What follows belongs to an exercise in optimizing a design on an open flow for small area, a short achievable clock period and few clock cycles per item; a production flow would make more cautious choices.
Only simulation tests tie the RTL to the original design; equivalence was not proved.
Power is estimated from default activity; no workload was simulated.

## auto_level_match_gain_core
module auto_level_match_gain_core #(
   parameter int unsigned MIN_GAIN = 760151010,
   parameter int unsigned MAX_GAIN = 1516700552
) (
   input  wire logic                        clock,
   input  wire logic                        reset,
   input  wire logic                        req_valid,
   output logic                             req_ready,
   input  wire logic [4*SAMPLE_WIDTH-1:0] req_data,
   output logic                             rsp_valid,
   input  wire logic                        rsp_ready,
   output logic [2*SAMPLE_WIDTH+GAIN_OUT_WIDTH-1:0]       rsp_data,
   input  wire logic                        csr_wr_en,
   input  wire logic [CSR_INDEX_WIDTH-1:0]  csr_index,
   input  wire logic [CSR_DATA_WIDTH-1:0]   csr_wdata
);
   localparam logic [30:0] MIN_G = 31'(MIN_GAIN);
   localparam logic [30:0] MAX_G = 31'(MAX_GAIN);
   localparam logic [30:0] UNITY = 31'd1073741824;
   function automatic logic [5:0] bdec2(input logic [3:0] m, input logic mp);
      logic [4:0] e;
      e = {m, mp};
      for (int i = 0; i < 2; i++) begin
         bdec2[3*i]   = e[2*i+1] ^ e[2*i];
         bdec2[3*i+1] = (e[2*i+2] & ~e[2*i+1] & ~e[2*i]) | (~e[2*i+2] & e[2*i+1] & e[2*i]);
         bdec2[3*i+2] = e[2*i+2];
      end
   endfunction
   function automatic logic [8:0] bdec3(input logic [5:0] m, input logic mp);
      logic [6:0] e;
      e = {m, mp};
      for (int i = 0; i < 3; i++) begin
         bdec3[3*i]   = e[2*i+1] ^ e[2*i];
         bdec3[3*i+1] = (e[2*i+2] & ~e[2*i+1] & ~e[2*i]) | (~e[2*i+2] & e[2*i+1] & e[2*i]);
         bdec3[3*i+2] = e[2*i+2];
      end
   endfunction
   logic [31:0] energy_coef_ff, activity_coef_ff, gain_up_coef_ff, gain_down_coef_ff;
   logic [31:0] boot_coef_ff;
   logic [16:0] boot_length_ff;
   logic [47:0] gate_energy_ff;
   logic [48:0] ref_n_ff, proc_n_ff;
   logic [47:0] act_ff;
   logic [30:0] gain_ff;
   logic [16:0] boot_left_ff;
   logic        a_v_ff;
   logic [3:0]  a_cnt_ff;
   logic signed [23:0] a_rl_ff, a_rr_ff, a_pl_ff, a_pr_ff;
   logic [5:0]  a_drl_ff, a_drr_ff, a_dpl_ff, a_dpr_ff;    
   logic        a_trl_ff, a_trr_ff, a_tpl_ff, a_tpr_ff;    
   logic [3:0]  a_nrl, a_nrr, a_npl, a_npr;
   logic        a_active_ff, a_boot_ff;
   logic [8:0]  a_dr_ff, a_dp_ff;      
   logic        a_tr_ff, a_tp_ff;
   logic [5:0]  a_nr, a_np;
  ...
Size in the first run: about 16,000 cells after synthesis, roughly 1,800 flip-flops, roughly 230 I/O pins, about 140,000 sq um of cells after synthesis.
export LEC_CHECK = 0
export CAP_MARGIN = 20
export CORE_MARGIN = 2
export CORE_UTILIZATION = 58
export SETUP_SLACK_MARGIN = 5
export SLEW_MARGIN = 20
create_clock -name core_clock -period 10.0 [get_ports {clock}]
run.sh (not shown) runs the stock make flow with config.mk's settings and CLKGATE_MAP_FILE= SYNTH_SCRIPT=/design/flow/synth_recipe.tcl, a recipe that flattens the netlist after the stock synthesis.
Testbench counts at the start, summed over its fixed seeds: cycles 38,657, items 2,400.
Rerun with:
--- a/flow/config.mk
+++ b/flow/config.mk
@@ -8,5 +8,7 @@
 export CAP_MARGIN = 20
 export CORE_MARGIN = 2
-export CORE_UTILIZATION = 58
+export CORE_UTILIZATION = 55
+export CTS_CLUSTER_DIAMETER = 70
+export CTS_CLUSTER_SIZE = 18
 export SETUP_SLACK_MARGIN = 5
 export SLEW_MARGIN = 20
What happened:
- sequential cell count does not change
- total power went down by a few percent
- cell area went down slightly
- wire length went up slightly
- via count went down slightly
- fmax went up slightly
- count of clock-buffer cells in the layout went down by 67
- global-route usage went down by 1.6 points
- core utilization went down by 4.3 points
- worst setup slack improves by 0.023 ns
Rerun with:
--- a/flow/config.mk
+++ b/flow/config.mk
@@ -9,6 +9,6 @@
 export CORE_MARGIN = 2
 export CORE_UTILIZATION = 55
-export CTS_CLUSTER_DIAMETER = 70
-export CTS_CLUSTER_SIZE = 18
+export CTS_CLUSTER_DIAMETER = 90
+export CTS_CLUSTER_SIZE = 20
 export SETUP_SLACK_MARGIN = 5
 export SLEW_MARGIN = 20
Global-route usage barely changes; sequential cell count is unchanged; synthesized area does not change; non-clock buffer count goes up by 12; clock skew goes down by 0.018 ns; core utilization goes down by 0.36 points; clock-buffer cell count goes down by 32.

-- port drivers added, routing unchanged --
In the flow no input, the clock included, has a driving cell. The finished layouts below were timed again as built, in two steps.
Step 1, drivers: a clkbuf_16 drives clock and a buf_2 each remaining input, both assumed.
Step 2 times the ports against the registers' clock, not the clock port: input delays grow and output delays shrink by t, the midpoint of the rising clock arrivals with the driver on.
a / b / c = no drivers / after step 1 / after step 2; a / b = the first two.
run	shift t [ns]	setup slack, ns	pins driven straight from the clock port
the first run	0.964	4.977 / 4.928 / 4.786	1
the second run	0.986	5.001 / 4.902 / 4.762	1
the third run	0.921	4.968 / 4.925 / 4.758	1
After both steps every run listed still meets setup and hold. The setup slack of the second run, which loses most, moves by -0.099 ns with the drivers and by -0.239 ns with both steps.
